This is an optimization exercise on Yosys and OpenROAD, whose aim is small area, not a production implementation. Function was checked by simulation only, so behaviour that the tests miss may differ from the original.

==> flow/design.v <==
package reg_file_pkg;
    localparam int DATA_W_DEF = 32;
    localparam int ADDR_W_DEF = 5;
    localparam int ZERO_ADDR  = 0;
    function automatic integer lo(input integer idx, input integer w);
        lo = idx * w;
    endfunction
endpackage
module reg_file_wr_select
#(
    parameter int ADDR_W = reg_file_pkg::ADDR_W_DEF
) (
    input  logic [1:0]        wr_en_i,
    input  logic [2*ADDR_W-1:0] wr_addr_i,
    input  logic [ADDR_W-1:0] addr_i,
    output logic              s1_o,
    output logic              s0_o,
    output logic              sh_o
);
    logic h0, h1, s1_n, s0_n, sh_n;
    assign h0   = wr_en_i[0] && wr_addr_i[0 +: ADDR_W] == addr_i;
    assign h1   = wr_en_i[1] && wr_addr_i[ADDR_W +: ADDR_W] == addr_i;
    assign s1_n = !h1;
    assign s0_n = !h0 || h1;
    assign sh_n = h0 || h1;
    reg_file_inv u_s1 (.A(s1_n), .Y(s1_o));
    reg_file_inv u_s0 (.A(s0_n), .Y(s0_o));
    reg_file_inv u_sh (.A(sh_n), .Y(sh_o));
endmodule
module reg_file_aoi3 (
    input  logic A1, A2, B1, B2, C1, C2,
    output logic Y
);
    assign Y = ~((A1 && A2) || (B1 && B2) || (C1 && C2));
endmodule
module reg_file_inv (
    input  logic A,
    output logic Y
);
    assign Y = !A;
endmodule
module reg_file_mp
#(
    parameter int DATA_W   = reg_file_pkg::DATA_W_DEF,
    parameter int ADDR_W   = reg_file_pkg::ADDR_W_DEF,
    parameter int NUM_RD   = 2,
    parameter int NUM_WR   = 2,
    parameter int ZERO_REG = 1,
    parameter int BYPASS   = 1
) (
    input  logic                     clk,
    input  logic                     reset,
    input  logic [NUM_RD-1:0]        rd_en,
    input  logic [NUM_RD*ADDR_W-1:0] rd_addr,
    output logic [NUM_RD*DATA_W-1:0] rd_data,
    output logic [NUM_RD-1:0]        rd_busy,
    input  logic [NUM_WR-1:0]        wr_en,
    input  logic [NUM_WR*ADDR_W-1:0] wr_addr,
    input  logic [NUM_WR*DATA_W-1:0] wr_data,
    input  logic                     res_en,
    input  logic [ADDR_W-1:0]        res_addr,
    output logic [2**ADDR_W-1:0]     busy_vec
);
    localparam int DEPTH = 2**ADDR_W;
    logic [DEPTH-1:1][DATA_W-1:0] mem_q;       
    logic [DEPTH-1:1][DATA_W-1:0] mem_d;       
    logic [DEPTH-1:1]             valid_q, valid_d;
    logic [DEPTH-1:1]             busy_q, busy_d;
    logic [DEPTH-1:0]             busy_all_d;        
    logic                         par_q;
    logic [DEPTH-1:1]             s1, s0, sh;
    logic [DATA_W-1:0]            a0, a1;
    logic [NUM_RD*DATA_W-1:0]     rd_data_q, rd_data_d;
    logic [NUM_RD-1:0]            rd_busy_q, rd_busy_d;
    for (genvar b = 0; b < DATA_W; b++) begin : g_wd
        logic a0_n, a1_n;
        assign a0_n = wr_data[b] ~^ par_q;
        assign a1_n = wr_data[DATA_W + b] ~^ par_q;
        reg_file_inv u_a0 (.A(a0_n), .Y(a0[b]));
        reg_file_inv u_a1 (.A(a1_n), .Y(a1[b]));
    end
    for (genvar a = 1; a < DEPTH; a++) begin : g_addr
        reg_file_wr_select #(.ADDR_W(ADDR_W)) u_sel (
            .wr_en_i  (wr_en),
            .wr_addr_i(wr_addr),
            .addr_i   (ADDR_W'(a)),
            .s1_o     (s1[a]),
            .s0_o     (s0[a]),
            .sh_o     (sh[a])
        );
        for (genvar b = 0; b < DATA_W; b++) begin : g_bit
            reg_file_aoi3 u_nx (
                .A1(s1[a]), .A2(a1[b]), .B1(s0[a]), .B2(a0[b]), .C1(sh[a]), .C2(mem_q[a][b]),
                .Y (mem_d[a][b])
            );
        end
        assign valid_d[a] = valid_q[a] || !sh[a];
        assign busy_d[a]  = (res_en && res_addr == ADDR_W'(a)) || (sh[a] && busy_q[a]);
    end
    assign busy_all_d = {busy_d, 1'b0};
    for (genvar i = 0; i < NUM_RD; i++) begin : g_rd
        logic [ADDR_W-1:0] ra;
        logic              x;
        logic [DEPTH-1:1]  msel;
        logic [DATA_W-1:0] m;
        logic              hold, hold_n;
        assign ra = rd_addr[i*ADDR_W +: ADDR_W];
        assign hold_n = rd_en[i];
        reg_file_inv u_hold (.A(hold_n), .Y(hold));
        logic [3:0] lo;
        logic [7:0] hi;
        for (genvar j = 0; j < 4; j++) begin : g_lo
            assign lo[j] = ra[1:0] == 2'(j);
        end
        for (genvar j = 0; j < 8; j++) begin : g_hi
            assign hi[j] = rd_en[i] && ra[4:2] == 3'(j);
        end
        for (genvar a = 1; a < DEPTH; a++) begin : g_sel
            logic msel_n;
            assign msel_n = !(lo[a % 4] && hi[a / 4] && valid_d[a]);
            reg_file_inv u_ms (.A(msel_n), .Y(msel[a]));
        end
        for (genvar b = 0; b < DATA_W; b++) begin : g_bit
            logic [10:0] y;
            for (genvar k = 0; k < 10; k++) begin : g_t
                reg_file_aoi3 u_t (
                    .A1(msel[3*k+1]), .A2(mem_d[3*k+1][b]),
                    .B1(msel[3*k+2]), .B2(mem_d[3*k+2][b]),
                    .C1(msel[3*k+3]), .C2(mem_d[3*k+3][b]),
                    .Y (y[k])
                );
            end
            assign y[10] = !((msel[31] && mem_d[31][b]) || (hold && rd_data_q[i*DATA_W + b]));
            assign m[b] = !(&y);
        end
        assign x = !par_q && |msel;
        assign rd_data_d[i*DATA_W +: DATA_W] = m ^ {DATA_W{x}};
        assign rd_busy_d[i] = rd_en[i] ? busy_all_d[ra] : rd_busy_q[i];
    end
    always_ff @(posedge clk)
        mem_q <= mem_d;
    always_ff @(posedge clk or posedge reset)
        if (reset) begin
            valid_q   <= '0;
            busy_q    <= '0;
            par_q     <= 1'b0;
            rd_data_q <= '0;
            rd_busy_q <= '0;
        end else begin
            valid_q   <= valid_d;
            busy_q    <= busy_d;
            par_q     <= !par_q;
            rd_data_q <= rd_data_d;
            rd_busy_q <= rd_busy_d;
        end
    assign rd_data  = rd_data_q;
    assign rd_busy  = rd_busy_q;
    assign busy_vec = {busy_q, 1'b0};
endmodule
Settings: LEC_CHECK=0, CAP_MARGIN=20, CORE_MARGIN=2, CORE_UTILIZATION=50, GPL_TIMING_DRIVEN=0, SLEW_MARGIN=20; clock period 8.0 ns.
standard.sh (not shown) runs the stock make flow with config.mk's settings and CLKGATE_MAP_FILE= SYNTH_SCRIPT=/design/flow/synth_recipe.tcl, a recipe that flattens the netlist after the stock synthesis.
==> flow/flow/run.sh <==
#!/bin/bash
# Layout flow: the standard flow (standard.sh) with these changes:
#  - synthesis (flow/synth.tcl): ABC maps with an area-oriented script
#    (flow/abc_area.script) instead of ORFS's delay-oriented one, and the RTL's
#    reg_file_aoi3 / reg_file_inv instances are mapped to the a222oi / inv cells;
#    every other synthesis step is the standard flow's own;
#  - floorplan skips ORFS's pre-placement setup repair (it sizes cells up against
#    wire-load-model delays that placement does not bear out);
#  - port buffers use the smallest buffer cell;
#  - clock tree synthesis adds no dummy loads and drives larger clusters of registers;
#  - up to 10 rounds of antenna repair after detailed routing (5 in ORFS);
#  - global routing derates met1 more (flow/fastroute.tcl), leaving it for pin access.
set -euo pipefail
HERE=$PWD
export FLOW_ABC_SCRIPT=$HERE/flow/abc_area.script
export FLOW_SYNTH_TCL=$HERE/synth_recipe.tcl
bash standard.sh SYNTH_SCRIPT=$HERE/flow/synth.tcl synth > $HERE/synth.log 2>&1
bash standard.sh \
  "BUFFER_PORTS_ARGS=-buffer_cell sky130_fd_sc_hd__buf_1" \
  MAX_REPAIR_ANTENNAS_ITER_DRT=10 \
  REMOVE_ABC_BUFFERS=1 \
  FASTROUTE_TCL=$HERE/flow/fastroute.tcl \
  "CTS_ARGS=-sink_clustering_enable -repair_clock_nets -dont_use_dummy_load -buf_list {sky130_fd_sc_hd__clkbuf_16} -sink_clustering_size 25 -sink_clustering_max_diameter 100" \
  > $HERE/layout.log 2>&1
Other scripts of this flow, unchanged in this note and not shown: flow/flow/abc_area.script, flow/flow/fastroute.tcl, flow/flow/synth.tcl
Edit:
--- a/flow/flow/run.sh
+++ b/flow/flow/run.sh
@@ -9,3 +9,4 @@
 #  - port buffers use the smallest buffer cell;
-#  - clock tree synthesis adds no dummy loads and drives larger clusters of registers;
+#  - clock tree synthesis adds no dummy loads and builds the tree from clkbuf_8 cells,
+#    each driving a cluster of up to 15 registers;
 #  - up to 10 rounds of antenna repair after detailed routing (5 in ORFS);
@@ -22,3 +23,3 @@
   FASTROUTE_TCL=$HERE/flow/fastroute.tcl \
-  "CTS_ARGS=-sink_clustering_enable -repair_clock_nets -dont_use_dummy_load -buf_list {sky130_fd_sc_hd__clkbuf_16} -sink_clustering_size 25 -sink_clustering_max_diameter 100" \
+  "CTS_ARGS=-sink_clustering_enable -repair_clock_nets -dont_use_dummy_load -buf_list {sky130_fd_sc_hd__clkbuf_8} -sink_clustering_size 15 -sink_clustering_max_diameter 80" \
   > $HERE/layout.log 2>&1
Routed wire length is higher by 0.52%.
Register-to-register slack loses 0.03 ns.
Core utilization is lower by 0.11 points.

-- re-timing with driven ports --
The results above use ideal ports. As a check the final layouts listed here were re-extracted and re-timed, cells and wires unchanged. Step 1: set_driving_cell puts a clkbuf_16 on clk and a buf_2 on each other input, an assumption about the parent block. Step 2 also shifts input and output timing later by t, the mid clock arrival at the registers, as if the neighbouring blocks saw the same clock. a / b / c = ideal / step 1 / step 2; a / b = the first two.
| run | shift t [ns] | slack for setup (ns) | worst hold slack (ns) | worst register clock-pin slew, ns |
|---|---|---|---|---|
| the first run | 0.756 | 1.423 / 1.478 / 0.722 | 0.459 / 0.459 / 0.459 | 0.11 / 0.11 |
| the second run | 0.860 | 1.423 / 1.464 / 0.604 | 0.457 / 0.457 / 0.457 | 0.11 / 0.11 |
After both steps every run listed still meets setup and hold. For the second run, which loses most, drivers alone change the setup slack by +0.041 ns; drivers and shift together by -0.819 ns.
